Source: an optimization exercise on an open RTL-to-GDS flow (aim: small area). Production flows keep margins and buffers that such runs may drop.
Only simulation tests tie the RTL to the original design; equivalence was not proved.
Power and IR drop assume default switching activity. The clock port is modelled as an ideal driver; clocking choices that lean on that would not hold on a real chip.

<file path="design/flow/config.mk">
export PLATFORM = sky130hd
export DESIGN_NAME = gdt_top
export DESIGN_NICKNAME = gdt_top
export VERILOG_FILES = /design/flow/design.v
export SDC_FILE = /design/flow/constraint.sdc
export NUM_CORES = 8
export LEC_CHECK = 0
export CAP_MARGIN = 20
export CORE_MARGIN = 2
export CORE_UTILIZATION = 35
export SLEW_MARGIN = 20
export SYNTH_HIERARCHICAL = 1
</file>
<file path="design/flow/constraint.sdc">
create_clock -name core_clock -period 8.0 [get_ports {clock}]
set_input_delay 1.6000 -clock core_clock [delete_from_list [all_inputs] [get_ports {clock}]]
set_output_delay 1.6000 -clock core_clock [all_outputs]
set_load 0.01 [all_outputs]
</file>
<file path="design/flow/run.sh">
#!/bin/bash
# synth_recipe.tcl (not shown) runs the flow's synth.tcl, then flattens the netlist and writes it again
# the make line also repeats each setting of config.mk as NAME=value (left out here)
make -C /OpenROAD-flow-scripts/flow DESIGN_CONFIG=/design/flow/config.mk WORK_HOME=/design/flow/orfs CLKGATE_MAP_FILE= SYNTH_SCRIPT=/design/flow/synth_recipe.tcl finish
</file>
<file path="design/flow/design.v">
module gdt_table_param #(
  parameter  int DATA_W  = 32,
  parameter  int GUESTS  = 8,
  parameter  int ENTRIES = 8,
  localparam int GW      = (GUESTS  > 1) ? $clog2(GUESTS)  : 1,
  localparam int EW      = (ENTRIES > 1) ? $clog2(ENTRIES) : 1
) (
  input  logic              clock,
  input  logic              reset,
  input  logic              enable,
  input  logic              RD0_WR1,
  input  logic [GW-1:0]     guest_line,
  input  logic [EW-1:0]     GDT_column,
  input  logic [DATA_W-1:0] i_data,
  output logic [DATA_W-1:0] o_data,
  output logic              o_valid,
  output logic              o_err,
  input  logic              clear_req,
  input  logic [GW-1:0]     clear_guest,
  output logic              busy,
  output logic              clear_done
  ,
  input  logic              lock_wr
);
  localparam int N = GUESTS * ENTRIES;
  logic              busy_q, done_q;
  logic [EW-1:0]     cnt_q;
  logic              pol_q;
  logic [DATA_W-1:0] data_q;
  logic              valid_q, err_q;
  logic [N-1:0]      vld_q;
  logic [N-1:0][DATA_W-1:0] mem_q;
  logic idle;
  assign idle = !busy_q;
  logic [GUESTS-1:0]  g_hit, c_g_hit;
  logic [ENTRIES-1:0] col_hit;
  always_comb begin
    for (int g = 0; g < GUESTS; g++) begin
      g_hit[g]   = (guest_line  == GW'(g));
      c_g_hit[g] = (clear_guest == GW'(g));
    end
    for (int c = 0; c < ENTRIES; c++) col_hit[c] = (GDT_column == EW'(c));
  end
  logic acc_in_range, clr_in_range;
  assign acc_in_range = |g_hit;
  assign clr_in_range = |c_g_hit;
  logic [GUESTS-1:0] lock_q;
  logic access, acc_locked, clr_locked;
  assign access     = idle && enable && !lock_wr;
  assign acc_locked = |(g_hit & lock_q);
  assign clr_locked = |(c_g_hit & lock_q);
  always_ff @(posedge clock or posedge reset) begin
    if (reset) lock_q <= '0;
    else begin
      for (int g = 0; g < GUESTS; g++)
        if (idle && lock_wr && g_hit[g]) lock_q[g] <= i_data[0];
    end
  end
  logic rd, wr, clr_go, clr_bad;
  assign rd      = access && !RD0_WR1;
  assign wr      = access && RD0_WR1;
  assign clr_go  = idle && clear_req && clr_in_range && !clr_locked;
  assign clr_bad = idle && clear_req && !(clr_in_range && !clr_locked);
  logic [GUESTS-1:0] g_wr, g_clr;
  logic [N-1:0]      we, hold, sel;
  always_comb begin
    for (int g = 0; g < GUESTS; g++) begin
      g_wr[g]  = wr && g_hit[g] && !lock_q[g];
      g_clr[g] = clr_go && c_g_hit[g];
    end
    for (int g = 0; g < GUESTS; g++)
      for (int c = 0; c < ENTRIES; c++) begin
        we[g*ENTRIES+c]   = g_wr[g] && col_hit[c];
        hold[g*ENTRIES+c] = !(g_wr[g] && col_hit[c]);
        sel[g*ENTRIES+c]  = rd && g_hit[g] && col_hit[c] && vld_q[g*ENTRIES+c];
      end
  end
  always_ff @(posedge clock or posedge reset) begin
    if (reset) vld_q <= '0;
    else begin
      for (int g = 0; g < GUESTS; g++)
        for (int c = 0; c < ENTRIES; c++)
          vld_q[g*ENTRIES+c] <= !g_clr[g] && (vld_q[g*ENTRIES+c] || we[g*ENTRIES+c]);
    end
  end
  logic [DATA_W-1:0] wdata;
  assign wdata = i_data ^ {DATA_W{pol_q}};
  for (genvar e = 0; e < N; e++) begin : g_word
    gdt_word #(.W(DATA_W)) u_word (
      .clock(clock), .hold(hold[e]), .we(we[e]), .wd(wdata), .q(mem_q[e])
    );
  end
  localparam int NG = (N + 2) / 3;
  logic [3*NG-1:0]              sel_p;
  logic [3*NG-1:0][DATA_W-1:0]  mem_p;
  logic [NG-1:0][DATA_W-1:0]    grp_n;
  always_comb begin
    sel_p = '0;
    mem_p = '0;
    for (int e = 0; e < N; e++) begin
      sel_p[e] = sel[e];
      mem_p[e] = mem_q[e];
    end
  end
  for (genvar k = 0; k < NG; k++) begin : g_rd
    gdt_rd3 #(.W(DATA_W)) u_rd (
      .s0(sel_p[3*k]), .s1(sel_p[3*k+1]), .s2(sel_p[3*k+2]),
      .d0(mem_p[3*k]), .d1(mem_p[3*k+1]), .d2(mem_p[3*k+2]), .yn(grp_n[k])
    );
  end
  logic [DATA_W-1:0] rraw;
  logic              hit;
  always_comb begin
    rraw = data_q & {DATA_W{!rd}};
    for (int j = 0; j < NG; j++) rraw |= ~grp_n[j];
    hit = |sel;
  end
  always_ff @(posedge clock or posedge reset) begin
    if (reset) begin
      busy_q  <= 1'b0;
      done_q  <= 1'b0;
      cnt_q   <= '0;
      pol_q   <= 1'b0;
      data_q  <= '0;
      valid_q <= 1'b0;
      err_q   <= 1'b0;
    end else begin
      pol_q   <= !pol_q;
      data_q  <= rraw ^ {DATA_W{hit && pol_q}};
      valid_q <= rd;
      err_q   <= (access && (!acc_in_range || (RD0_WR1 && acc_locked))) || clr_bad;
      if (idle) begin
        if (clear_req) begin
          busy_q <= 1'b1;
          done_q <= clr_bad;
        end
      end else if (!done_q) begin
        cnt_q <= cnt_q + 1'b1;
        if (cnt_q == EW'(ENTRIES - 1)) done_q <= 1'b1;
      end else begin
        busy_q <= 1'b0;
        done_q <= 1'b0;
      end
    end
  end
  assign o_data     = data_q;
  assign o_valid    = valid_q;
  assign o_err      = err_q;
  assign busy       = busy_q;
  assign clear_done = done_q;
endmodule
module gdt_word #(
  parameter int W = 32
) (
  input  logic         clock,
  input  logic         hold,
  input  logic         we,
  input  logic [W-1:0] wd,
  output logic [W-1:0] q
);
  always_ff @(posedge clock) q <= ~((q & {W{hold}}) | ({W{we}} & wd));
endmodule
module gdt_rd3 #(
  parameter int W = 32
) (
  input  logic         s0, s1, s2,
  input  logic [W-1:0] d0, d1, d2,
  output logic [W-1:0] yn
);
  assign yn = ~(({W{s0}} & d0) | ({W{s1}} & d1) | ({W{s2}} & d2));
endmodule
module gdt_top (
  input  logic        clock,
  input  logic        reset,
  input  logic        enable,
  input  logic        RD0_WR1,
  input  logic [2:0]  guest_line,
  input  logic [2:0]  GDT_column,
  input  logic [31:0] i_data,
  output logic [31:0] o_data,
  output logic        o_valid,
  output logic        o_err,
  input  logic        clear_req,
  input  logic [2:0]  clear_guest,
  output logic        busy,
  output logic        clear_done,
  input  logic        lock_wr
);
  gdt_table_param #(
    .DATA_W (32),
    .GUESTS (6),
    .ENTRIES(8)
  ) u_table (
    .clock      (clock),
    .reset      (reset),
    .enable     (enable),
    .RD0_WR1    (RD0_WR1),
    .guest_line (guest_line),
    .GDT_column (GDT_column),
    .i_data     (i_data),
    .o_data     (o_data),
    .o_valid    (o_valid),
    .o_err      (o_err),
    .clear_req  (clear_req),
    .clear_guest(clear_guest),
    .busy       (busy),
    .clear_done (clear_done),
    .lock_wr    (lock_wr)
  );
endmodule
</file>
==> impl_metrics.py, run 1 <==
metrics = {
    "cells_and_area": {
        "multi_input_area_um2": 20800,
        "final_net_count": 4753,
        "drive_gt1_share_pct": 10.7,
        "fillers": 15601,
        "synthToLayoutAreaGrowth_pct": 13.2,
        "final_util_pct": 39.9,
        "regArea_um2": 33100,
    },
    "cts": {
        "cts_made_buffers": 164,
        "clock-root-buffer": "clkbuf_16",
        "cts.sink_count": 1630,
        "clk_pin_slew_worst_paths_ns": 0.06,
        "post_cts_buffers": 0,
        "htreeDepth": 4,
        "cts_repair_resize_count": 0,
        "clockBufferDepth": 3,
        "cts_hold_buffers": 0,
        "clk_latency_ns": 0.81,
        "cts_tree": "done",
    },
    "floorplanning": {
        "die_h_um": 409,
        "coreArea_um2": 163000,
        "io_pins": 83,
        "start_util_pct": 35.2,
        "std_cell_rows": 148,
        "fp.dieW_um": 409,
        "dieArea_um2": 167000,
    },
    "sta": {
        "slew-limit-headroom_pct": 17.8,
        "fin_skew_ns": 0.0374,
        "setup_tns_ns": 0,
        "timing.fmax_mhz": 179,
        "slew_viol_final": 0,
        "worst_pin_slew_ns": 1.23,
        "rsz0062_at_grt": "false",
        "setup_viol": 0,
        "final_hold_viol_count": 0,
        "fin_crit_ns": 5.60,
        "period_share_pct": 70.0,
    },
    "synth": {
        "async_flop_share_pct": 5.77,
        "synth_area_leaders": "dfxtp_1 (54%), a22oi_1 (20%), a222oi_1 (8.9%)",
        "synthesis.nets": 4780,
        "yosysUniqueCellTypes": 47,
        "seq_area_frac_synth_pct": 57.8,
        "synth_area_um2": 57300,
        "syn_area_per_cell_um2": 12.1,
        "synth.top_cells.by_count": "a22oi_1 (1547), dfxtp_1 (1536), a222oi_1 (512), buf_6 (244), buf_2 (198)",
        "synth-edff-count": 0,
        "yosysWarnings": 8,
        "synth-seq-cells": 1630,
        "syn_inst": 4731,
        "synthFlopType": "dfxtp_1",
        "yosysMostFrequentCell": "a22oi_1",
        "synth_area_leader_cell": "dfxtp_1",
        "synth_top_area_share_pct": 53.7,
    },
    "power_and_ir_drop": {
        "seqPwrFrac_pct": 49.9,
        "combPwrFrac_pct": 4.4,
        "p_sw_share_pct": 23.0,
        "p_switching_w": 0.00407,
        "power.density_nw_per_um2": 273,
        "ir_drop_mv": 0.243,
        "power.internal_w": 0.0137,
        "clkPwrFrac_pct": 45.7,
        "p_leak_nw": 22.7,
        "total_power_w": 0.0177,
    },
    "critical_path": {
        "crit_slowest_cell": "a222oi_1",
        "cp_max_fo": 41,
        "crit_required_ns": 8.72,
        "path_cells": "clkdlybuf4s50_1 -> or4b_4 -> nor2_1 -> and3_2 -> a222oi_1 -> nand4_1 -> or4_1 -> a21oi_1 -> xor2_1",
        "slowest_delay_ns": 1.05,
        "cp-start-kind": "input port",
        "critPathKind": "in -> reg",
        "critPathCaptureType": "flop",
        "worst_ep_arrival_time_ns": 6.32,
    },
    "routing": {
        "dr_total_vias": 47668,
        "avgRoutedWirePerCell_um": 31.7,
        "firstDrtPassIters": 15,
        "antenna_left": 0,
        "drc": 0,
        "drtIter0Drc": 9745,
        "routed_wl_um": 223000,
        "via_per_inst": 6.78,
    },
    "placed_design": {
        "numPortBuffers": 82,
        "place_hpwl_um": 131000,
        "gp_congestion": 0.928,
    },
    "global_route": {
        "grt_use_total_pct": 25.5,
        "grt_max_degree": 61,
        "overflow": 0,
        "met2_usage_pct": 36.9,
        "grt_pass1_wl_um": 320000,
        "first_global_vias": 44413,
        "globalRouteMet3Util_pct": 7.64,
        "grt.busiest_layer": "met2",
        "grt_antenna_before_repair": 25,
        "use_met1_pct": 35.2,
    },
    "flow_run": {
        "max-cap-violations": 0,
    },
    "worst_hold_path": {
        "hp-class": "reg -> reg",
    },
    "outcome": {
        "status": "no timing/DRC/antenna violations",
    },
}
[routing by layer]
layer  wire, um  part of all wire (%)
met1      90000                    40
met3      29100                    13
met5        135                 0.061
met2      94700                    42
met4       8960                   4.0
[path summary, 6_finish.rpt]
check                                                         from                                      end  slack, ns  cells after the start
min in group asynchronous                                    reset             u_table.cnt_q[2]$_DFFE_PP0P_       1.25                      2
min reg2reg                u_table.g_word[34].u_word.q[29]$_DFF_P_  u_table.g_word[34].u_word.q[29]$_DFF_P_       0.45                      1
min                        u_table.g_word[34].u_word.q[29]$_DFF_P_  u_table.g_word[34].u_word.q[29]$_DFF_P_       0.45                      1
max                                                        lock_wr             u_table.data_q[12]$_DFF_PP0_       2.40                      9
max reg2reg                               u_table.busy_q$_DFF_PP0_             u_table.data_q[12]$_DFF_PP0_       3.20                      8
max in group asynchronous                                    reset                  u_table.pol_q$_DFF_PP0_       5.10                      3
[through the flow]
stage	cells	setup WS [ns]	hold WS, ns	cell area, um^2
after floorplan	4731	3.95	0.431	57300
after global placement	6712	1.72	0.440	59100
after detailed placement	6713	1.77	0.447	59100
after CTS	7016	2.61	0.457	64800
after global routing	7019	2.42	0.465	64800
final	7029	2.40	0.454	64900
[worst max-delay path: cells and delay by family]
family | cells | cell delay (ns)
simple gates | 5 | 2.77
compound gates | 2 | 1.22
buf+inv | 1 | 0.50
xor+xnor | 1 | 0.16
[final cells by class]
cell class,count,area share [%]
flip-flops and latches,1630,51.0
clock buffers,246,7.55
repair buffers,268,3.45
inverters,56,0.328
clock inverters,57,1.31
multi-input cells,2584,32.1
well taps,2175,4.20
diodes,13,0.0502
[cells by family after synthesis]
kind of cell | after synthesis | share of synthesized area (%)
flops | 1630 | 57.8
mux | 14 | 0.323
fa+ha+maj | 2 | 0.0437
buf+inv | 517 | 7.02
xor+xnor | 65 | 0.994
simple gates | 336 | 3.35
compound gates | 2167 | 30.5
[state kept, by name, summed over array words and instances (netlist names)]
| register | flops |
|---|---|
| u_table.cnt_q | 3 |
| u_table.busy_q | 1 |
| u_table.done_q | 1 |
| u_table.g_word.u_word.q | 1536 |
| u_table.err_q | 1 |
| u_table.lock_q | 6 |
| u_table.data_q | 32 |
| u_table.vld_q | 48 |
| u_table.valid_q | 1 |
| u_table.pol_q | 1 |
[layout by cell type, fill, tap and decap left out, types with 38 or more instances in the layout]
| cell | Yosys | final |
|---|---|---|
| dfxtp_1 | 1536 | 1536 |
| clkbuf_8 | 0 | 44 |
| o21a_1 | 48 | 48 |
| a22oi_1 | 1547 | 1547 |
| buf_4 | 0 | 185 |
| and3_1 | 41 | 38 |
| nand2_1 | 68 | 68 |
| clkdlybuf4s50_1 | 0 | 82 |
| a222oi_1 | 512 | 512 |
| inv_1 | 56 | 53 |
| clkbuf_16 | 0 | 166 |
| dfrtp_1 | 94 | 93 |
| nand4_1 | 128 | 128 |
[power by group through the flow]
| stage | sequential (W) | clock [W] | combinational (W) |
|---|---|---|---|
| global placement | 0.00900 | 0 | 0.000741 |
| detailed placement | 0.00901 | 0 | 0.000768 |
| CTS | 0.00884 | 0.00815 | 0.000768 |
| global route | 0.00889 | 0.00849 | 0.000836 |
| floorplan | 0.00892 | 0 | 0.000474 |
| finish | 0.00885 | 0.00811 | 0.000775 |
==> run 2, diff against run 1 <==
--- a/design/flow/config.mk
+++ b/design/flow/config.mk
@@ -7,6 +7,8 @@
 export LEC_CHECK = 0
 export CAP_MARGIN = 20
 export CORE_MARGIN = 2
-export CORE_UTILIZATION = 35
+export CORE_UTILIZATION = 70
+export CTS_CLUSTER_DIAMETER = 100
+export CTS_CLUSTER_SIZE = 30
 export SLEW_MARGIN = 20
 export SYNTH_HIERARCHICAL = 1
==> run 2 against run 1 <==
Compared with the run above: flip-flop and latch count stayed put; wire length is 8.9% lower; combinational power is 1% lower; fmax is 0.80% higher; setup slack better by 0.044 ns; sequential share of layout area is 4.9 points higher; still clean on timing, DRC and antenna; clock skew is 0.0073 ns lower; final area is 8.7% lower; utilization is 33 points higher; critical endpoint is now u_table.data_q[29]$_DFF_PP0_; via count is 0.90% lower; register-to-register slack better by 0.08 ns.
==> impl_metrics.py, run 2 <==
metrics = {
    "sta": {
        "period_share_pct": 69.4,
        "fin_crit_ns": 5.55,
        "fin_skew_ns": 0.0301,
        "final_hold_viol_count": 0,
        "timing.fmax_mhz": 180,
        "hold_slack_ns": 0.457,
        "rsz0062_at_grt": "false",
        "setup_viol": 0,
        "slew_viol_final": 0,
        "worst_pin_slew_ns": 1.23,
        "setup_tns_ns": 0,
        "slew-limit-headroom_pct": 18.2,
        "post-route-worst-setup-slack_ns": 2.45,
    },
    "cts": {
        "cts_hold_buffers": 0,
        "cts.sink_count": 1630,
        "htreeDepth": 2,
        "post_cts_buffers": 0,
        "cts_made_buffers": 60,
        "clk_pin_slew_worst_paths_ns": 0.11,
        "clk_latency_ns": 0.72,
        "cts_repair_resize_count": 0,
        "clockBufferDepth": 3,
        "clock-root-buffer": "clkbuf_16",
        "cts_tree": "done",
    },
    "critical_path": {
        "critPathKind": "in -> reg",
        "crit_slowest_cell": "clkdlybuf4s50_1",
        "critPathCaptureType": "flop",
        "worst_ep_arrival_time_ns": 6.20,
        "cp_num_cells": 9,
        "cp_top_family": "simple AND/OR/NAND/NOR gates",
        "cp_max_fo": 32,
        "cp-start-kind": "input port",
        "worst-path-buf-inv": 2,
        "crit_required_ns": 8.64,
        "path_cells": "clkdlybuf4s50_1 -> and3b_1 -> and3_1 -> buf_4 -> a222oi_1 -> nand4_1 -> or4_1 -> a21oi_1 -> xor2_1",
        "slowest_delay_ns": 0.99,
        "reg2reg_depth": 9,
    },
    "synth": {
        "synthesis.nets": 4780,
        "seq_area_frac_synth_pct": 57.8,
        "synth_area_um2": 57300,
        "synthFlopType": "dfxtp_1",
        "synth.top_cells.by_count": "a22oi_1 (1547), dfxtp_1 (1536), a222oi_1 (512), buf_6 (244), buf_2 (198)",
        "synth_area_leaders": "dfxtp_1 (54%), a22oi_1 (20%), a222oi_1 (8.9%)",
        "yosysWarnings": 8,
        "yosysUniqueCellTypes": 47,
        "syn_area_per_cell_um2": 12.1,
        "synth_top_area_share_pct": 53.7,
        "async_flop_share_pct": 5.77,
        "synth-edff-count": 0,
        "synth_area_leader_cell": "dfxtp_1",
        "syn_inst": 4731,
        "synth-seq-cells": 1630,
        "yosysMostFrequentCell": "a22oi_1",
    },
    "outcome": {
        "status": "no timing/DRC/antenna violations",
    },
    "placed_design": {
        "dp_slack_ns": 1.99,
        "gp_congestion": 0.981,
        "numPortBuffers": 82,
        "place_hpwl_um": 121000,
    },
    "floorplanning": {
        "coreArea_um2": 80800,
        "start_util_pct": 70.9,
        "die_h_um": 290,
        "fp.dieW_um": 290,
        "std_cell_rows": 104,
        "io_pins": 83,
        "dieArea_um2": 84100,
    },
    "routing": {
        "drc": 0,
        "drtIter0Drc": 10818,
        "antenna_left": 0,
        "avgRoutedWirePerCell_um": 35.8,
        "routed_wl_um": 203000,
        "dr_total_vias": 47241,
        "via_per_inst": 8.33,
        "firstDrtPassIters": 14,
    },
    "cells_and_area": {
        "reg.largest.list": "u_table.g_word.u_word.q x1536, u_table.vld_q x48, u_table.data_q x32",
        "final_net_count": 4629,
        "final_cell_mix": "a22oi_1 (1547), dfxtp_1 (1536), a222oi_1 (512)",
        "final_common_cell": "a22oi_1",
        "drive_gt1_share_pct": 6.86,
        "regMostFlops": "u_table.g_word.u_word.q",
        "largest_register_ffs": 1536,
        "synthToLayoutAreaGrowth_pct": 3.41,
    },
    "power_and_ir_drop": {
        "ir_drop_mv": 0.254,
        "p_leak_nw": 20.5,
        "power.density_nw_per_um2": 228,
    },
    "flow_run": {
        "max-cap-violations": 0,
    },
    "global_route": {
        "overflow": 0,
        "grt_antenna_before_repair": 21,
        "grt_max_degree": 70,
        "grt_use_total_pct": 46.2,
        "first_global_vias": 43438,
        "grt_pass1_wl_um": 293000,
    },
    "worst_hold_path": {
        "worstHoldPathCells": 1,
        "hp-class": "reg -> reg",
    },
}
==> run 2: area by class of cell <==
class                           instances  area, um^2
Tap cell                             1060        1330
Multi-Input combinational cell       2584       20800
Sequential cell                      1630       33100
Fill cell                            5854       21600
Inverter                               56         213
Clock buffer                           83        1610
Antenna cell                           10        25.0
Clock inverter                          3        37.5
Timing Repair Buffer                  248        2080
==> run 2: stage by stage <==
step / std cells / utilization, % / power, W / area (um^2)
after CTS: 5663 / 73.3 / 0.0134 / 59200
after global routing: 5664 / 73.3 / 0.0138 / 59200
after floorplan: 4731 / - / 0.00939 / 57300
after detailed placement: 5577 / 71.2 / 0.00975 / 57500
final: 5674 / 73.3 / 0.0135 / 59200
after global placement: 5575 / 71.2 / 0.00971 / 57500
==> run 2: final timing paths <==
kind | from | endpoint | slack [ns]
max reg2reg | u_table.busy_q$_DFF_PP0_ | u_table.data_q[29]$_DFF_PP0_ | 3.28
min in group asynchronous | reset | u_table.done_q$_DFFE_PP0P_ | 1.30
max | GDT_column[2] | u_table.data_q[29]$_DFF_PP0_ | 2.45
min | u_table.g_word[23].u_word.q[29]$_DFF_P_ | u_table.g_word[23].u_word.q[29]$_DFF_P_ | 0.46
min reg2reg | u_table.g_word[23].u_word.q[29]$_DFF_P_ | u_table.g_word[23].u_word.q[29]$_DFF_P_ | 0.46
max in group asynchronous | reset | u_table.data_q[3]$_DFF_PP0_ | 5.47
==> run 2: cell families after synthesis <==
family          synth area share [%]
compound gates                  30.5
flops                           57.8
buf+inv                         7.02
simple gates                    3.35
xor+xnor                       0.994
mux                            0.323
fa+ha+maj                     0.0437
==> run 2: layer usage <==
metal,vias to the layer above,track usage (%),share of wire (%)
li1,19190,-,-
met1,23351,60.2,35
met2,3953,67.1,42
met3,731,15.1,15
met4,16,27.3,7.1
met5,-,0,0.048
==> run 2: power breakdown <==
part,switching (W),internal (W)
clock network,0.00247,0.00143
registers,0.000282,0.00855
logic,0.000409,0.000358
==> run 3, diff against run 2 <==
==> design/flow/flow/run.sh (new file) <==
#!/bin/bash
# Layout flow: the standard ORFS flow (standard.sh) with two changes:
#  * port buffers use the smallest buffer cell (buf_1) instead of the
#    resizer's default pick;
#  * clock tree synthesis does not insert dummy loads.
# Synthesis is the standard one (standard.sh synth), unchanged.
set -euo pipefail
export BUFFER_PORTS_ARGS="-buffer_cell sky130_fd_sc_hd__buf_1"
export CTS_ARGS="-sink_clustering_enable -repair_clock_nets -sink_clustering_size 30 -sink_clustering_max_diameter 100 -dont_use_dummy_load"
bash standard.sh synth > make_synth.log 2>&1
bash standard.sh floorplan > make_floorplan.log 2>&1
bash standard.sh place > make_place.log 2>&1
bash standard.sh cts > make_cts.log 2>&1
bash standard.sh route > make_route.log 2>&1
bash standard.sh finish > make_finish.log 2>&1
==> design/flow/standard.sh (new file) <==
#!/bin/bash
# synth_recipe.tcl (not shown) runs the flow's synth.tcl, then flattens the netlist and writes it again
# the make line also repeats each setting of config.mk as NAME=value (left out here)
make -C /OpenROAD-flow-scripts/flow DESIGN_CONFIG=/design/flow/config.mk WORK_HOME=/design/flow/orfs CLKGATE_MAP_FILE= SYNTH_SCRIPT=/design/flow/synth_recipe.tcl "${@:-finish}"
removed: design/flow/run.sh
==> run 3 against run 2 <==
Compared with the run above: critical endpoint is now u_table.data_q[3]$_DFF_PP0_; via count fell by 0.56%; critical path depth shrank 1; largest power group unchanged; sequential power about the same; fmax up 2.3%; flip-flop and latch count unchanged; sequential share of layout area is 0.61 points higher; count of clock-buffer cells in the layout decreased by 23; die area unchanged; clock power fell by 4%; area after synthesis unchanged; combinational power is 6.6% lower.
==> impl_metrics.py, run 3 <==
metrics = {
    "sta": {
        "timing.fmax_mhz": 184,
        "fin_skew_ns": 0.0721,
        "rsz0062_at_grt": "false",
        "final_hold_viol_count": 0,
        "fin_crit_ns": 5.43,
        "slew_viol_final": 0,
        "setup_tns_ns": 0,
        "period_share_pct": 67.8,
        "slew-limit-headroom_pct": 20.1,
        "worst_pin_slew_ns": 1.20,
        "setup_viol": 0,
        "hold_slack_ns": 0.459,
    },
    "global_route": {
        "grt_pass1_wl_um": 287000,
        "grt_antenna_before_repair": 13,
        "grt_use_total_pct": 44.9,
        "first_global_vias": 42610,
        "grt_max_degree": 74,
        "overflow": 0,
    },
    "critical_path": {
        "critPathCaptureType": "flop",
        "r2r_setup_slack_ns": 3.24,
        "crit_end": "u_table.data_q[3]$_DFF_PP0_",
        "r2r_end": "u_table.data_q[3]$_DFF_PP0_",
        "reg2reg_depth": 8,
        "worst_ep_arrival_time_ns": 6.05,
        "crit_required_ns": 8.62,
        "startpoint": "GDT_column[2]",
        "reg2reg_from": "u_table.busy_q$_DFF_PP0_",
        "cp_max_fo": 32,
        "critPathKind": "in -> reg",
        "cp-start-kind": "input port",
    },
    "cells_and_area": {
        "reg.largest.list": "u_table.g_word.u_word.q x1536, u_table.vld_q x48, u_table.data_q x32",
        "final_net_count": 4634,
        "final_cell_mix": "a22oi_1 (1547), dfxtp_1 (1536), a222oi_1 (512)",
        "final_util_pct": 72.5,
        "drive_gt1_share_pct": 6.85,
        "regMostFlops": "u_table.g_word.u_word.q",
        "synthToLayoutAreaGrowth_pct": 2.29,
        "fillers": 5853,
        "final_common_cell": "a22oi_1",
        "largest_register_ffs": 1536,
    },
    "synth": {
        "synth-seq-cells": 1630,
        "synthesis.nets": 4780,
        "synth_top_area_share_pct": 53.7,
        "syn_area_per_cell_um2": 12.1,
        "synth_area_um2": 57300,
        "yosysMostFrequentCell": "a22oi_1",
        "synthFlopType": "dfxtp_1",
        "seq_area_frac_synth_pct": 57.8,
        "synth-edff-count": 0,
        "async_flop_share_pct": 5.77,
        "synth_area_leaders": "dfxtp_1 (54%), a22oi_1 (20%), a222oi_1 (8.9%)",
        "yosysUniqueCellTypes": 47,
        "synth.top_cells.by_count": "a22oi_1 (1547), dfxtp_1 (1536), a222oi_1 (512), buf_6 (244), buf_2 (198)",
        "yosysWarnings": 8,
        "syn_inst": 4731,
        "synth_area_leader_cell": "dfxtp_1",
    },
    "cts": {
        "clock-root-buffer": "clkbuf_16",
        "cts_tree": "done",
        "cts_hold_buffers": 0,
        "cts_made_buffers": 60,
        "clk_pin_slew_worst_paths_ns": 0.11,
        "post_cts_buffers": 0,
        "clk_latency_ns": 0.73,
        "cts_repair_resize_count": 0,
        "htreeDepth": 2,
        "cts.sink_count": 1630,
        "clockBufferDepth": 3,
    },
    "routing": {
        "drc": 0,
        "via_per_inst": 8.32,
        "drtIter0Drc": 11665,
        "dr_total_vias": 46976,
        "firstDrtPassIters": 12,
        "routed_wl_um": 198000,
        "antenna_left": 0,
        "avgRoutedWirePerCell_um": 35.0,
    },
    "power_and_ir_drop": {
        "p_leak_nw": 20.3,
        "power.density_nw_per_um2": 227,
        "clkPwrFrac_pct": 28.2,
        "combPwrFrac_pct": 5.4,
        "power.internal_w": 0.0102,
        "seqPwrFrac_pct": 66.4,
        "ir_drop_mv": 0.213,
        "p_switching_w": 0.00308,
        "p_sw_share_pct": 23.2,
    },
    "floorplanning": {
        "std_cell_rows": 104,
        "io_pins": 83,
        "fp.dieW_um": 290,
        "coreArea_um2": 80800,
        "dieArea_um2": 84100,
        "start_util_pct": 70.9,
        "die_h_um": 290,
    },
    "placed_design": {
        "place_hpwl_um": 122000,
        "gp_congestion": 0.987,
        "numPortBuffers": 82,
    },
    "worst_hold_path": {
        "hp-class": "reg -> reg",
        "worstHoldStart": "u_table.g_word[23].u_word.q[22]$_DFF_P_",
    },
    "flow_run": {
        "max-cap-violations": 0,
    },
    "outcome": {
        "status": "no timing/DRC/antenna violations",
    },
}
==> run 3: cell counts after synthesis <==
Identical to the previous run, type by type.
==> run 3: routing by layer <==
metal / GRT usage [%] / routed length, um / vias up
met3: 13.8 / 31400 / 638
met2: 63.3 / 81500 / 3953
met4: 23.0 / 12500 / 18
li1: - / - / 19175
met1: 62.3 / 72200 / 23192
met5: 0 / 117 / -
==> run 3: cell type report <==
type	count	area [um^2]	share of cell area [%]
clock buffers	60	1500	2.56
well taps	1060	1330	2.26
diodes	6	15.0	0.0256
flip-flops and latches	1630	33100	56.5
multi-input cells	2584	20800	35.6
repair buffers	253	1600	2.72
inverters	56	213	0.363
==> run 3: logic make-up (layout without fill, tap and decap cells) <==
kind of cell	count (synthesis)	after routing	share of synthesized area (%)
buffers and inverters	517	369	7.02
XOR/XNOR	65	65	0.994
AND/OR/NAND/NOR	336	336	3.35
AO/OA/AOI/OAI	2167	2167	30.5
adder cells (fa/ha/maj)	2	2	0.0437
other	0	6	0
multiplexers	14	14	0.323
flip-flops	1630	1630	57.8
==> run 3: worst min-delay path by stage <==
stage                                              endpoint  depth (start not counted)
finish              u_table.g_word[23].u_word.q[22]$_DFF_P_                          1
global route        u_table.g_word[22].u_word.q[30]$_DFF_P_                          1
CTS                 u_table.g_word[23].u_word.q[22]$_DFF_P_                          1
detailed placement  u_table.g_word[42].u_word.q[29]$_DFF_P_                          1
global placement     u_table.g_word[1].u_word.q[29]$_DFF_P_                          1
floorplan           u_table.g_word[10].u_word.q[29]$_DFF_P_                          1
==> run 3: power groups by stage <==
| stage | clock, W | combinational (W) | sequential (W) |
|---|---|---|---|
| floorplan | 0 | 0.000474 | 0.00892 |
| global placement | 0 | 0.000673 | 0.00899 |
| global route | 0.00400 | 0.000769 | 0.00888 |
| detailed placement | 0 | 0.000704 | 0.00900 |
| CTS | 0.00375 | 0.000702 | 0.00882 |
| finish | 0.00375 | 0.000716 | 0.00884 |
==> run 3: critical path, stage by stage <==
cell and delay [ns]:
buf_1 0.39, and3_1 0.67, and3_2 0.73, a222oi_1 1.10
nand4_1 0.58, or4_1 0.64, a21oi_1 0.16, xor2_1 0.15
==> run 3: per-stage QoR <==
step                      setup slack (ns)  total power, W  area (um^2)  instances
after floorplan                       3.95         0.00939        57300       4731
after global placement                2.30         0.00966        57100       5583
after detailed placement              2.34         0.00970        57100       5583
after CTS                             3.05          0.0133        58600       5643
after global routing                  2.73          0.0136        58600       5643
final                                 2.57          0.0133        58600       5649
==> run 4, diff against run 3 <==
==> design/flow/flow/run.sh (replaced) <==
#!/bin/bash
# Layout flow: the standard ORFS flow (standard.sh) with two changes:
#  * port buffers use the smallest buffer cell (buf_1) instead of the
#    resizer's default pick;
#  * clock tree synthesis does not insert dummy loads;
#  * after global routing, non-critical gates are downsized (RECOVER_POWER).
# Synthesis is the standard one (standard.sh synth), unchanged.
set -euo pipefail
export BUFFER_PORTS_ARGS="-buffer_cell sky130_fd_sc_hd__buf_1"
export CTS_ARGS="-sink_clustering_enable -repair_clock_nets -sink_clustering_size 30 -sink_clustering_max_diameter 100 -dont_use_dummy_load"
export RECOVER_POWER=100
bash standard.sh synth > make_synth.log 2>&1
bash standard.sh floorplan > make_floorplan.log 2>&1
bash standard.sh place > make_place.log 2>&1
bash standard.sh cts > make_cts.log 2>&1
bash standard.sh route > make_route.log 2>&1
bash standard.sh finish > make_finish.log 2>&1
==> run 4 against run 3 <==
Compared with the run above: synthesized cell count unchanged; global-route usage unchanged; area after synthesis unchanged; worst hold slack about the same; count of clock-buffer cells in the layout unchanged; final area down 0.83%; now fails the layout checks on max-capacitance violations, max-slew violations; flip-flop and latch count unchanged; highest routed layer unchanged; via count about the same; utilization down 0.60 points; non-clock buffer count unchanged.
==> impl_metrics.py, run 4 <==
metrics = {
    "critical_path": {
        "path_common_cell": "clkbuf_1",
        "worst-path-buf-inv": 4,
        "reg2reg_from": "u_table.pol_q$_DFF_PP0_",
        "r2r_setup_slack_ns": 1.53,
        "worst_ep_arrival_time_ns": 7.18,
        "crit_required_ns": 8.44,
        "cp_num_cells": 8,
        "crit_slowest_cell": "nor3_1",
        "critPathKind": "in -> reg",
        "slowest_delay_ns": 1.32,
        "path_cells": "clkbuf_1 -> or3b_1 -> nor3_1 -> nand2_1 -> clkbuf_1 -> clkinv_1 -> clkbuf_1 -> a22oi_1",
        "cp_max_fo": 33,
        "r2r_end": "u_table.g_word[16].u_word.q[20]$_DFF_P_",
        "startpoint": "guest_line[1]",
        "crit_end": "u_table.g_word[18].u_word.q[26]$_DFF_P_",
        "reg2reg_depth": 4,
        "cp-start-kind": "input port",
        "critPathCaptureType": "flop",
        "cp_top_family": "buffers and inverters",
    },
    "worst_hold_path": {
        "worstHoldPathCells": 1,
        "min_to": "u_table.g_word[23].u_word.q[22]$_DFF_P_",
        "worstHoldStart": "u_table.g_word[23].u_word.q[22]$_DFF_P_",
        "hp-class": "reg -> reg",
    },
    "outcome": {
        "so.violations": "max-capacitance violations, max-slew violations",
        "status": "finished with violations",
    },
    "floorplanning": {
        "io_pins": 83,
        "start_util_pct": 70.9,
        "dieArea_um2": 84100,
        "die_h_um": 290,
        "fp.dieW_um": 290,
        "coreArea_um2": 80800,
        "std_cell_rows": 104,
    },
    "routing": {
        "antenna_left": 0,
        "via_per_inst": 8.32,
        "firstDrtPassIters": 12,
        "drtIter0Drc": 11262,
        "dr_total_vias": 46951,
        "routed_wl_um": 198000,
        "avgRoutedWirePerCell_um": 35.0,
        "drc": 0,
    },
    "power_and_ir_drop": {
        "clkPwrFrac_pct": 28.2,
        "seqPwrFrac_pct": 66.5,
        "combPwrFrac_pct": 5.3,
        "ir_drop_mv": 0.213,
        "p_switching_w": 0.00307,
        "pg_comb_w": 0.000709,
        "p_sw_share_pct": 23.1,
        "power.density_nw_per_um2": 229,
        "power_leader": "sequential cells",
        "clock_power_w": 0.00374,
        "seq-power_w": 0.00884,
        "power.internal_w": 0.0102,
        "p_leak_nw": 19.9,
    },
    "global_route": {
        "grt_max_degree": 74,
        "grt_pass1_wl_um": 287000,
        "first_global_vias": 42610,
        "grt_antenna_before_repair": 13,
        "overflow": 0,
        "grt_use_total_pct": 44.9,
    },
    "cells_and_area": {
        "final_cell_mix": "a22oi_1 (1547), dfxtp_1 (1536), a222oi_1 (512)",
        "synthToLayoutAreaGrowth_pct": 1.45,
        "drive_gt1_share_pct": 4.34,
        "fin_cells": 5646,
        "largest_register_ffs": 1536,
        "regMostFlops": "u_table.g_word.u_word.q",
        "final_common_cell": "a22oi_1",
        "final_net_count": 4634,
        "reg.largest.list": "u_table.g_word.u_word.q x1536, u_table.vld_q x48, u_table.data_q x32",
    },
    "synth": {
        "synth-edff-count": 0,
        "yosysWarnings": 8,
        "async_flop_share_pct": 5.77,
        "seq_area_frac_synth_pct": 57.8,
        "yosysUniqueCellTypes": 47,
        "synth_area_um2": 57300,
        "syn_inst": 4731,
        "synth_area_leader_cell": "dfxtp_1",
        "synth-seq-cells": 1630,
        "synth_area_leaders": "dfxtp_1 (54%), a22oi_1 (20%), a222oi_1 (8.9%)",
        "synth_top_area_share_pct": 53.7,
        "synthFlopType": "dfxtp_1",
        "yosysMostFrequentCell": "a22oi_1",
        "synth.top_cells.by_count": "a22oi_1 (1547), dfxtp_1 (1536), a222oi_1 (512), buf_6 (244), buf_2 (198)",
        "syn_area_per_cell_um2": 12.1,
        "synthesis.nets": 4780,
    },
    "sta": {
        "worst_pin_slew_ns": 3.59,
        "setup_viol": 0,
        "timing.fmax_mhz": 148,
        "slew-limit-headroom_pct": -140,
        "fin_crit_ns": 6.74,
        "rsz0062_at_grt": "false",
        "final_hold_viol_count": 0,
        "fin_skew_ns": 0.0701,
        "period_share_pct": 84.3,
        "slew_viol_final": 3080,
        "setup_tns_ns": 0,
    },
    "cts": {
        "clockBufferDepth": 3,
        "cts.sink_count": 1630,
        "htreeDepth": 2,
        "cts_tree": "done",
        "cts_hold_buffers": 0,
        "clk_latency_ns": 0.73,
        "post_cts_buffers": 0,
        "clock-root-buffer": "clkbuf_16",
        "cts_made_buffers": 60,
        "cts_repair_resize_count": 0,
        "clk_pin_slew_worst_paths_ns": 0.11,
    },
    "placed_design": {
        "place_hpwl_um": 122000,
        "gp_congestion": 0.987,
        "dp_cells": 5583,
        "numPortBuffers": 82,
    },
    "flow_run": {
        "max-cap-violations": 84,
    },
}
## run 4: worst min-delay path by stage
stage	cells past startpoint	end	slack [ns]
after floorplan	1	u_table.g_word[10].u_word.q[29]$_DFF_P_	0.43
after detailed placement	1	u_table.g_word[42].u_word.q[29]$_DFF_P_	0.45
after global placement	1	u_table.g_word[1].u_word.q[29]$_DFF_P_	0.44
after global routing	1	u_table.g_word[22].u_word.q[30]$_DFF_P_	0.47
after CTS	1	u_table.g_word[23].u_word.q[22]$_DFF_P_	0.46
## run 4: power by group through the flow
| stage | clock (W) | sequential (W) | combinational [W] |
|---|---|---|---|
| 2_1_floorplan | 0 | 0.00892 | 0.000474 |
| 3_3_place_gp | 0 | 0.00899 | 0.000673 |
| 3_5_place_dp | 0 | 0.00900 | 0.000704 |
| 4_1_cts | 0.00375 | 0.00882 | 0.000702 |
| 5_1_grt | 0.00400 | 0.00888 | 0.000762 |
## run 4: cell families after synthesis
kind of cell	share of synthesized area [%]
DFF	57.8
buffers and inverters	7.02
xor gates and xnor gates	0.994
adders and majority gates	0.0437
AOI/OAI and AO/OA	30.5
and+or+nand+nor	3.35
muxes	0.323
## run 4: routing by layer
layer  vias up  GRT usage (%)  share of wire (%)
li1      19173              -                  -
met2      3868           63.3                 41
met3       652           13.8                 16
met1     23238           62.3                 37
met4        20           23.0                6.4
met5         -              0              0.069
## run 4: area by class of cell
type	instances	area, um^2
sequential	1630	33100
fill	5969	22700
multi-input combinational	2584	20800
clock buffer	60	1500
tap	1060	1330
timing repair buffer	253	1200
inverter	56	211
antenna	3	7.51
## run 4: through the flow
stage          cell area (um^2)  setup WS [ns]  utilization, %  total power [W]  hold slack (ns)
4_1_cts                   58600           3.05            72.5           0.0133            0.460
3_5_place_dp              57100           2.34            70.6          0.00970            0.447
5_1_grt                   58100           1.37            71.9           0.0136            0.471
6_report                  58100           1.26            71.9           0.0133            0.459
2_1_floorplan             57300           3.95               -          0.00939            0.431
3_3_place_gp              57100           2.30            70.6          0.00966            0.440
==> run 5, diff against run 4 <==
==> design/flow/flow/run.sh (replaced) <==
#!/bin/bash
# Layout flow: the standard ORFS flow (standard.sh) with these changes:
#  * port buffers use the smallest buffer cell (buf_1) instead of the
#    resizer's default pick;
#  * after the placement resize step, flow/post_resize.tcl removes buffers
#    that a stronger driver of the same area or less can replace, and
#    shrinks gates that only drive a buffer;
#  * clock tree synthesis does not insert dummy loads;
# Synthesis is the standard one (standard.sh synth), unchanged.
set -euo pipefail
export BUFFER_PORTS_ARGS="-buffer_cell sky130_fd_sc_hd__buf_1"
export POST_RESIZE_TCL="$PWD/flow/post_resize.tcl"
export CTS_ARGS="-sink_clustering_enable -repair_clock_nets -sink_clustering_size 30 -sink_clustering_max_diameter 100 -dont_use_dummy_load"
bash standard.sh synth > make_synth.log 2>&1
bash standard.sh floorplan > make_floorplan.log 2>&1
bash standard.sh place > make_place.log 2>&1
bash standard.sh cts > make_cts.log 2>&1
bash standard.sh route > make_route.log 2>&1
bash standard.sh finish > make_finish.log 2>&1
==> design/flow/flow/post_resize.tcl (new file) <==
# Area clean-up after placement repair. Two patterns left by the resizer:
#  1. a gate that drives a buffer (and maybe other loads): the buffer is
#     removed, its loads move to the gate's net and the gate takes a
#     stronger cell of the same function, when that is smaller in area;
#  2. a gate whose only load is a buffer takes the smallest cell of its
#     function.
set ub_up {
  sky130_fd_sc_hd__inv_1    sky130_fd_sc_hd__inv_2
  sky130_fd_sc_hd__inv_2    sky130_fd_sc_hd__inv_2
  sky130_fd_sc_hd__clkinv_1 sky130_fd_sc_hd__inv_2
  sky130_fd_sc_hd__nand2_1  sky130_fd_sc_hd__nand2_2
  sky130_fd_sc_hd__and3_1   sky130_fd_sc_hd__and3_2
  sky130_fd_sc_hd__and2_1   sky130_fd_sc_hd__and2_2
  sky130_fd_sc_hd__nor2_1   sky130_fd_sc_hd__nor2_4
  sky130_fd_sc_hd__nor2_2   sky130_fd_sc_hd__nor2_4
}
set ub_down {
  sky130_fd_sc_hd__xor2_2   sky130_fd_sc_hd__xor2_1
  sky130_fd_sc_hd__xor2_4   sky130_fd_sc_hd__xor2_1
}
set ub_n 0; set ub_d 0
set ub_area0 [rsz::design_area]
set block [ord::get_db_block]
foreach inst [$block getInsts] {
  set m [[$inst getMaster] getName]
  if {![regexp {^sky130_fd_sc_hd__buf_[0-9]+$} $m]} continue
  set in ""; set out ""
  foreach it [$inst getITerms] {
    if {[$it isInputSignal]} { set in [$it getNet] }
    if {[$it isOutputSignal]} { set out [$it getNet] }
  }
  if {$in eq "" || $out eq "" || $in eq "NULL" || $out eq "NULL"} continue
  if {[llength [$in getBTerms]] > 0 || [llength [$out getBTerms]] > 0} continue
  set drv ""; set nload 0
  foreach it [$in getITerms] {
    if {[$it isOutputSignal]} { set drv [$it getInst] } elseif {[$it isInputSignal]} { incr nload }
  }
  if {$drv eq ""} continue
  set dm [[$drv getMaster] getName]
  if {$nload == 1 && [dict exists $ub_down $dm]} {
    $drv swapMaster [[ord::get_db] findMaster [dict get $ub_down $dm]]
    incr ub_d
    continue
  }
  if {![dict exists $ub_up $dm]} continue
  set loads {}
  foreach it [$out getITerms] { if {[$it isInputSignal]} { lappend loads $it } }
  foreach it $loads { $it disconnect; $it connect $in }
  foreach it [$inst getITerms] { $it disconnect }
  odb::dbInst_destroy $inst
  odb::dbNet_destroy $out
  $drv swapMaster [[ord::get_db] findMaster [dict get $ub_up $dm]]
  incr ub_n
}
puts "UNBUF removed $ub_n buffers, downsized $ub_d drivers, area [expr {([rsz::design_area]-$ub_area0)*1e12}] um2"
# Fix anything the clean-up left over the limits, as the resize step does.
estimate_parasitics -placement
repair_design_helper
==> run 5 against run 4 <==
Compared with the run above: the run now finishes clean; total power hardly changed; setup slack improved by 1.3 ns; wire length fell by 0.53%; first-iteration DRC count rose by 2.5%; count of clock-buffer cells in the layout unchanged; sequential power is essentially flat; clock power hardly changed; worst hold slack worse by 0.00078 ns.
==> impl_metrics.py, run 5 <==
metrics = {
    "routing": {
        "routed_wl_um": 197000,
        "dr_total_vias": 46547,
        "route.top_layer_used": "met5",
        "route.met2.wl_um": 80700,
        "wl_met3_um": 30500,
        "drt-met1-wl_um": 72600,
        "drc": 0,
        "drtIter0Drc": 11547,
        "avgRoutedWirePerCell_um": 35.6,
        "firstDrtPassIters": 14,
        "antenna_left": 0,
        "via_per_inst": 8.43,
    },
    "synth": {
        "syn_area_per_cell_um2": 12.1,
        "yosysUniqueCellTypes": 47,
        "synth-seq-cells": 1630,
        "yosysMostFrequentCell": "a22oi_1",
        "synth_area_um2": 57300,
        "synth.top_cells.by_count": "a22oi_1 (1547), dfxtp_1 (1536), a222oi_1 (512), buf_6 (244), buf_2 (198)",
        "synth_top_area_share_pct": 53.7,
        "synthFlopType": "dfxtp_1",
        "async_flop_share_pct": 5.77,
        "synth-edff-count": 0,
        "synthesis.nets": 4780,
        "seq_area_frac_synth_pct": 57.8,
        "synth_area_leader_cell": "dfxtp_1",
        "synth_area_leaders": "dfxtp_1 (54%), a22oi_1 (20%), a222oi_1 (8.9%)",
        "syn_inst": 4731,
        "yosysWarnings": 8,
    },
    "critical_path": {
        "crit_slowest_cell": "a222oi_1",
        "critPathKind": "in -> reg",
        "worst_ep_arrival_time_ns": 6.08,
        "worst-path-buf-inv": 1,
        "slowest_delay_ns": 1.08,
        "critPathCaptureType": "flop",
        "cp-start-kind": "input port",
        "startpoint": "GDT_column[2]",
        "reg2reg_depth": 8,
        "reg2reg_from": "u_table.busy_q$_DFF_PP0_",
        "cp_max_fo": 32,
        "cp_num_cells": 8,
        "path_cells": "buf_1 -> and3_1 -> and3_2 -> a222oi_1 -> nand4_1 -> or4_1 -> a21oi_1 -> xor2_1",
        "crit_required_ns": 8.64,
        "cp_top_family": "simple AND/OR/NAND/NOR gates",
    },
    "cells_and_area": {
        "regMostFlops": "u_table.g_word.u_word.q",
        "largest_register_ffs": 1536,
        "drive_gt1_share_pct": 6.17,
        "final_common_cell": "a22oi_1",
        "reg.largest.list": "u_table.g_word.u_word.q x1536, u_table.vld_q x48, u_table.data_q x32",
        "synthToLayoutAreaGrowth_pct": 0.0502,
        "final_cell_mix": "a22oi_1 (1547), dfxtp_1 (1536), a222oi_1 (512)",
        "final_net_count": 4509,
        "fillers": 5945,
        "final_util_pct": 70.9,
    },
    "cts": {
        "clk_pin_slew_worst_paths_ns": 0.11,
        "cts_made_buffers": 60,
        "cts_hold_buffers": 0,
        "htreeDepth": 2,
        "cts.sink_count": 1630,
        "clk_latency_ns": 0.72,
        "post_cts_buffers": 0,
        "clock-root-buffer": "clkbuf_16",
        "cts_tree": "done",
        "cts_repair_resize_count": 0,
        "clockBufferDepth": 3,
    },
    "flow_run": {
        "max-cap-violations": 0,
    },
    "floorplanning": {
        "std_cell_rows": 104,
        "fp.dieW_um": 290,
        "coreArea_um2": 80800,
        "die_h_um": 290,
        "dieArea_um2": 84100,
        "io_pins": 83,
        "start_util_pct": 70.9,
    },
    "worst_hold_path": {
        "worstHoldStart": "u_table.g_word[22].u_word.q[28]$_DFF_P_",
        "hp-class": "reg -> reg",
        "worstHoldPathCells": 1,
    },
    "global_route": {
        "grt_use_total_pct": 44.6,
        "overflow": 0,
        "grt_antenna_before_repair": 10,
        "first_global_vias": 42250,
        "grt_max_degree": 74,
        "grt_pass1_wl_um": 286000,
    },
    "power_and_ir_drop": {
        "p_switching_w": 0.00309,
        "power.internal_w": 0.0102,
        "ir_drop_mv": 0.207,
        "combPwrFrac_pct": 5.3,
        "clkPwrFrac_pct": 28.3,
        "p_sw_share_pct": 23.2,
        "power.density_nw_per_um2": 232,
        "p_leak_nw": 19.6,
        "seqPwrFrac_pct": 66.4,
    },
    "sta": {
        "timing.fmax_mhz": 184,
        "fin_skew_ns": 0.0612,
        "slew_viol_final": 0,
        "rsz0062_at_grt": "false",
        "setup_viol": 0,
        "setup_tns_ns": 0,
        "period_share_pct": 68.0,
        "worst_pin_slew_ns": 1.19,
        "fin_crit_ns": 5.44,
        "final_hold_viol_count": 0,
        "post-route-worst-setup-slack_ns": 2.56,
        "slew-limit-headroom_pct": 20.3,
    },
    "outcome": {
        "status": "no timing/DRC/antenna violations",
    },
    "placed_design": {
        "gp_congestion": 0.987,
        "dp_slack_ns": 2.23,
        "place_hpwl_um": 118000,
        "numPortBuffers": 82,
    },
}
[run 5: logic make-up after synthesis]
group / Yosys count / share of synthesized area, %
xor gates and xnor gates: 65 / 0.994
and+or+nand+nor: 336 / 3.35
DFF: 1630 / 57.8
muxes: 14 / 0.323
buffers and inverters: 517 / 7.02
AOI/OAI and AO/OA: 2167 / 30.5
adders and majority gates: 2 / 0.0437
[run 5: layout make-up]
type	instances	area [um^2]	share of cell area, %
Tap cell	1060	1330	2.31
Sequential cell	1630	33100	57.8
Antenna cell	4	10.0	0.0175
Inverter	56	213	0.371
Clock buffer	60	1500	2.62
Timing Repair Buffer	128	677	1.18
Multi-Input combinational cell	2584	20500	35.7
[run 5: power groups by stage]
stage,clock network [W],registers [W],logic [W]
final,0.00376,0.00884,0.000702
after global routing,0.00400,0.00888,0.000757
after CTS,0.00374,0.00882,0.000690
after detailed placement,0,0.00900,0.000692
after global placement,0,0.00899,0.000673
after floorplan,0,0.00892,0.000474
[run 5: worst paths after layout]
path                                                           endpoint  slack, ns
min in group asynchronous                  u_table.cnt_q[2]$_DFFE_PP0P_       0.90
worst min register to register  u_table.g_word[22].u_word.q[28]$_DFF_P_       0.46
worst max-delay path                        u_table.data_q[3]$_DFF_PP0_       2.56
max in group asynchronous                       u_table.pol_q$_DFF_PP0_       5.90
worst max register to register              u_table.data_q[3]$_DFF_PP0_       3.25
worst min-delay path            u_table.g_word[22].u_word.q[28]$_DFF_P_       0.46
[run 5: per-stage QoR]
step | cells | hold WS (ns) | instance area (um^2) | power (W)
global placement | 5583 | 0.440 | 57100 | 0.00966
floorplan | 4731 | 0.431 | 57300 | 0.00939
global route | 5518 | 0.472 | 57300 | 0.0136
CTS | 5517 | 0.460 | 57300 | 0.0132
detailed placement | 5457 | 0.447 | 55800 | 0.00969
finish | 5522 | 0.458 | 57300 | 0.0133
[run 5: per-layer routing]
metal,vias to the layer above,track usage (%)
met5,-,0.340
met4,12,23.2
met3,578,13.7
met2,3946,62.7
met1,23071,62.0
li1,18940,-
[run 5: worst register-to-register path: stages, from the launching register on]
cell	delay [ns]
dfrtp_1	0.51
or4b_4	0.59
nor2_1	0.33
and3_2	0.67
a222oi_1	1.09
nand4_1	0.58
or4_1	0.64
a21oi_1	0.16
xor2_1	0.15
==> run 6, diff against run 5 <==
--- a/design/flow/design.v
+++ b/design/flow/design.v
@@ -28,7 +28,8 @@
   logic              pol_q;
   logic [DATA_W-1:0] data_q;
   logic              valid_q, err_q;
-  logic [N-1:0]      vld_q;
+  logic              run_q;     
+  logic [GW-1:0]     guest_q;   
   logic [N-1:0][DATA_W-1:0] mem_q;
   logic idle;
   assign idle = !busy_q;
@@ -56,32 +57,26 @@
         if (idle && lock_wr && g_hit[g]) lock_q[g] <= i_data[0];
     end
   end
-  logic rd, wr, clr_go, clr_bad;
+  logic rd, rd_ok, wr, clr_go, clr_bad, clearing;
   assign rd      = access && !RD0_WR1;
+  assign rd_ok   = rd && run_q;
   assign wr      = access && RD0_WR1;
   assign clr_go  = idle && clear_req && clr_in_range && !clr_locked;
   assign clr_bad = idle && clear_req && !(clr_in_range && !clr_locked);
-  logic [GUESTS-1:0] g_wr, g_clr;
+  assign clearing = busy_q && !done_q;
+  logic [GUESTS-1:0] g_wr, g_zap;
   logic [N-1:0]      we, hold, sel;
   always_comb begin
     for (int g = 0; g < GUESTS; g++) begin
       g_wr[g]  = wr && g_hit[g] && !lock_q[g];
-      g_clr[g] = clr_go && c_g_hit[g];
+      g_zap[g] = !run_q || (clearing && (guest_q == GW'(g)) && !pol_q);
     end
     for (int g = 0; g < GUESTS; g++)
       for (int c = 0; c < ENTRIES; c++) begin
         we[g*ENTRIES+c]   = g_wr[g] && col_hit[c];
-        hold[g*ENTRIES+c] = !(g_wr[g] && col_hit[c]);
-        sel[g*ENTRIES+c]  = rd && g_hit[g] && col_hit[c] && vld_q[g*ENTRIES+c];
+        hold[g*ENTRIES+c] = !(g_wr[g] && col_hit[c]) && !g_zap[g];
+        sel[g*ENTRIES+c]  = rd_ok && g_hit[g] && col_hit[c];
       end
-  end
-  always_ff @(posedge clock or posedge reset) begin
-    if (reset) vld_q <= '0;
-    else begin
-      for (int g = 0; g < GUESTS; g++)
-        for (int c = 0; c < ENTRIES; c++)
-          vld_q[g*ENTRIES+c] <= !g_clr[g] && (vld_q[g*ENTRIES+c] || we[g*ENTRIES+c]);
-    end
   end
   logic [DATA_W-1:0] wdata;
   assign wdata = i_data ^ {DATA_W{pol_q}};
@@ -113,23 +108,27 @@
   always_comb begin
     rraw = data_q & {DATA_W{!rd}};
     for (int j = 0; j < NG; j++) rraw |= ~grp_n[j];
-    hit = |sel;
+    hit = rd_ok && acc_in_range;
   end
   always_ff @(posedge clock or posedge reset) begin
     if (reset) begin
       busy_q  <= 1'b0;
       done_q  <= 1'b0;
+      run_q   <= 1'b0;
+      guest_q <= '0;
       cnt_q   <= '0;
       pol_q   <= 1'b0;
       data_q  <= '0;
       valid_q <= 1'b0;
       err_q   <= 1'b0;
     end else begin
+      run_q   <= 1'b1;
       pol_q   <= !pol_q;
       data_q  <= rraw ^ {DATA_W{hit && pol_q}};
       valid_q <= rd;
       err_q   <= (access && (!acc_in_range || (RD0_WR1 && acc_locked))) || clr_bad;
       if (idle) begin
+        guest_q <= clear_guest;
         if (clear_req) begin
           busy_q <= 1'b1;
           done_q <= clr_bad;
--- a/design/flow/flow/run.sh
+++ b/design/flow/flow/run.sh
@@ -5,7 +5,7 @@
 #  * after the placement resize step, flow/post_resize.tcl removes buffers
 #    that a stronger driver of the same area or less can replace, and
 #    shrinks gates that only drive a buffer;
-#  * clock tree synthesis does not insert dummy loads;
+#  * clock tree synthesis does not insert dummy loads.
 # Synthesis is the standard one (standard.sh synth), unchanged.
 set -euo pipefail
 export BUFFER_PORTS_ARGS="-buffer_cell sky130_fd_sc_hd__buf_1"
==> run 6 against run 5 <==
Compared with the run above: critical path depth rose by 3; first-iteration DRC count fell by 13%; die area shrank 2.8%.
==> impl_metrics.py, run 6 <==
metrics = {
    "outcome": {
        "status": "no timing/DRC/antenna violations",
    },
    "critical_path": {
        "crit_required_ns": 8.60,
        "critPathKind": "in -> reg",
        "cp_max_fo": 34,
        "worst_ep_arrival_time_ns": 6.23,
        "critPathCaptureType": "flop",
        "cp-start-kind": "input port",
    },
    "global_route": {
        "grt_pass1_wl_um": 278000,
        "grt_antenna_before_repair": 21,
        "overflow": 0,
        "grt_use_total_pct": 44.8,
        "first_global_vias": 41666,
        "grt_max_degree": 51,
    },
    "placed_design": {
        "numPortBuffers": 82,
        "gp_congestion": 1.02,
        "postPlaceCellArea_um2": 55400,
        "place_hpwl_um": 112000,
    },
    "cts": {
        "post_cts_buffers": 0,
        "cts.sink_count": 1586,
        "clockBufferDepth": 3,
        "cts_repair_resize_count": 0,
        "cts_made_buffers": 58,
        "cts_hold_buffers": 0,
        "cts_tree": "done",
        "clk_pin_slew_worst_paths_ns": 0.11,
        "clk_latency_ns": 0.70,
        "clock-root-buffer": "clkbuf_16",
        "htreeDepth": 2,
    },
    "cells_and_area": {
        "synthToLayoutAreaGrowth_pct": 2.43,
        "final_net_count": 4441,
        "final_cell_mix": "a22oi_1 (1538), dfxtp_1 (1536), a222oi_1 (512)",
        "postLayoutCellArea_um2": 57000,
        "regMostFlops": "u_table.g_word.u_word.q",
        "fillers": 5814,
        "largest_register_ffs": 1536,
        "drive_gt1_share_pct": 7.52,
        "reg.largest.list": "u_table.g_word.u_word.q x1536, u_table.data_q x32, u_table.lock_q x6",
        "final_common_cell": "a22oi_1",
    },
    "power_and_ir_drop": {
        "p_leak_nw": 20.3,
        "power.density_nw_per_um2": 285,
        "total_power_w": 0.0162,
        "ir_drop_mv": 0.224,
    },
    "floorplanning": {
        "coreArea_um2": 78900,
        "std_cell_rows": 103,
        "die_h_um": 286,
        "fp.dieW_um": 286,
        "start_util_pct": 70.6,
        "io_pins": 83,
        "dieArea_um2": 81800,
    },
    "synth": {
        "synth-seq-cells": 1586,
        "synth-edff-count": 0,
        "synthesis.nets": 4673,
        "seq_area_frac_synth_pct": 57.5,
        "synth_top_area_share_pct": 55.2,
        "synthFlopType": "dfxtp_1",
        "yosysUniqueCellTypes": 46,
        "syn_area_per_cell_um2": 12.0,
        "async_flop_share_pct": 3.15,
        "synth.top_cells.by_count": "a22oi_1 (1538), dfxtp_1 (1536), a222oi_1 (512), buf_6 (243), buf_2 (198)",
        "synth_area_leaders": "dfxtp_1 (55%), a22oi_1 (21%), a222oi_1 (9.2%)",
        "yosysMostFrequentCell": "a22oi_1",
        "synth_area_um2": 55700,
        "yosysWarnings": 8,
        "syn_inst": 4624,
        "synth_area_leader_cell": "dfxtp_1",
    },
    "sta": {
        "fin_skew_ns": 0.0348,
        "final_hold_viol_count": 0,
        "fin_crit_ns": 5.63,
        "setup_viol": 0,
        "slew-limit-headroom_pct": 17.8,
        "setup_tns_ns": 0,
        "worst_pin_slew_ns": 1.23,
        "rsz0062_at_grt": "false",
        "slew_viol_final": 0,
        "period_share_pct": 70.4,
        "timing.fmax_mhz": 178,
    },
    "routing": {
        "via_per_inst": 8.36,
        "dr_total_vias": 45543,
        "antenna_left": 0,
        "avgRoutedWirePerCell_um": 35.2,
        "routed_wl_um": 192000,
        "firstDrtPassIters": 13,
        "drtIter0Drc": 10005,
        "drc": 0,
    },
    "worst_hold_path": {
        "hp-class": "reg -> reg",
    },
    "flow_run": {
        "max-cap-violations": 0,
    },
}
[run 6: critical path: stages]
cell and delay [ns]:
buf_1 0.19, or4b_1 0.18, buf_4 0.45, nor3b_4 0.10, nand2_1 0.64, nor2_4 0.34
a222oi_1 0.91, nand4_1 0.71, or4_1 0.73, a21oi_1 0.17, xor2_1 0.17
[run 6: kinds of logic (layout without fill, tap and decap cells)]
kind of cell	Yosys count	after routing	synth area share [%]
AO/OA/AOI/OAI	2141	2141	30.8
XOR/XNOR	65	65	1.02
adder cells (fa/ha/maj)	2	2	0.0449
buffers and inverters	475	241	6.93
flip-flops	1586	1586	57.5
multiplexers	13	13	0.254
other	1	9	0.00674
AND/OR/NAND/NOR	341	341	3.47
[run 6: path summary, 6_finish.rpt]
kind | end | slack (ns) | depth (start not counted) | startpoint
hold / removal | u_table.g_word[26].u_word.q[29]$_DFF_P_ | 0.46 | 1 | u_table.g_word[26].u_word.q[29]$_DFF_P_
setup / recovery | u_table.data_q[2]$_DFF_PP0_ | 2.37 | 11 | lock_wr
setup reg to reg | u_table.data_q[2]$_DFF_PP0_ | 2.80 | 10 | u_table.busy_q$_DFF_PP0_
hold reg to reg | u_table.g_word[26].u_word.q[29]$_DFF_P_ | 0.46 | 1 | u_table.g_word[26].u_word.q[29]$_DFF_P_
min in group asynchronous | u_table.lock_q[1]$_DFFE_PP0P_ | 1.04 | 2 | reset
max in group asynchronous | u_table.pol_q$_DFF_PP0_ | 6.38 | 2 | reset
[run 6: per-layer routing]
layer / up-vias / wire length (um) / GRT usage (%)
li1: 18693 / - / -
met1: 22618 / 68400 / 58.6
met2: 3611 / 81800 / 65.5
met3: 607 / 28100 / 13.5
met4: 14 / 13100 / 27.2
met5: - / 106 / 0
[run 6: report_power, final]
part           total (W)  switching (W)  internal [W]
Combinational    0.00169       0.000844      0.000846
Sequential        0.0109        0.00115       0.00977
Clock            0.00363        0.00232       0.00131
Total             0.0162        0.00432        0.0119
[run 6: final cells by class]
cell class / instances / area (um^2) / area share, %
inverters: 5 / 21.3 / 0.0373
repair buffers: 178 / 1230 / 2.16
multi-input cells: 2563 / 21000 / 36.8
well taps: 1050 / 1310 / 2.30
flip-flops and latches: 1586 / 32000 / 56.1
clock buffers: 58 / 1450 / 2.55
diodes: 8 / 20.0 / 0.0351
[run 6: through the flow]
stage	utilization, %	std cells	hold WS, ns	setup WS (ns)
after floorplan	-	4624	0.431	4.14
after global placement	71.0	5467	0.440	2.06
after detailed placement	70.3	5378	0.447	1.86
after CTS	72.1	5436	0.463	2.56
after global routing	72.3	5443	0.473	2.35
final	72.3	5448	0.459	2.37

[port drivers added, routing unchanged]
The flow's constraints put no driver on any port. The routed layouts listed below were extracted and timed again, unchanged, in two steps. Step 1, drivers: a clkbuf_16 drives clock and a buf_2 each remaining input, both assumed. Step 2 moves the port delays by t, midway between the first and last clock arrival at a register: inputs arrive t later, outputs are due t later. That takes back most of the time a late clock gives input paths. Three values: ideal, step 1, step 2; two values: the first two.
| run | t, ns | setup WS [ns] | pins driven straight from the clock port |
|---|---|---|---|
| run 1 | 0.873 | 2.402 / 2.458 / 1.584 | 1 |
| run 2 | 0.786 | 2.447 / 2.500 / 1.714 | 1 |
| run 3 | 0.774 | 2.573 / 2.629 / 1.855 | 1 |
| run 4 | 0.772 | 1.258 / 1.309 / 0.537 | 1 |
| run 5 | 0.762 | 2.563 / 2.619 / 1.857 | 1 |
| run 6 | 0.760 | 2.367 / 2.420 / 1.659 | 1 |
The setup slack of run 1, which loses most, moves by +0.056 ns with the drivers and by -0.818 ns with both steps.
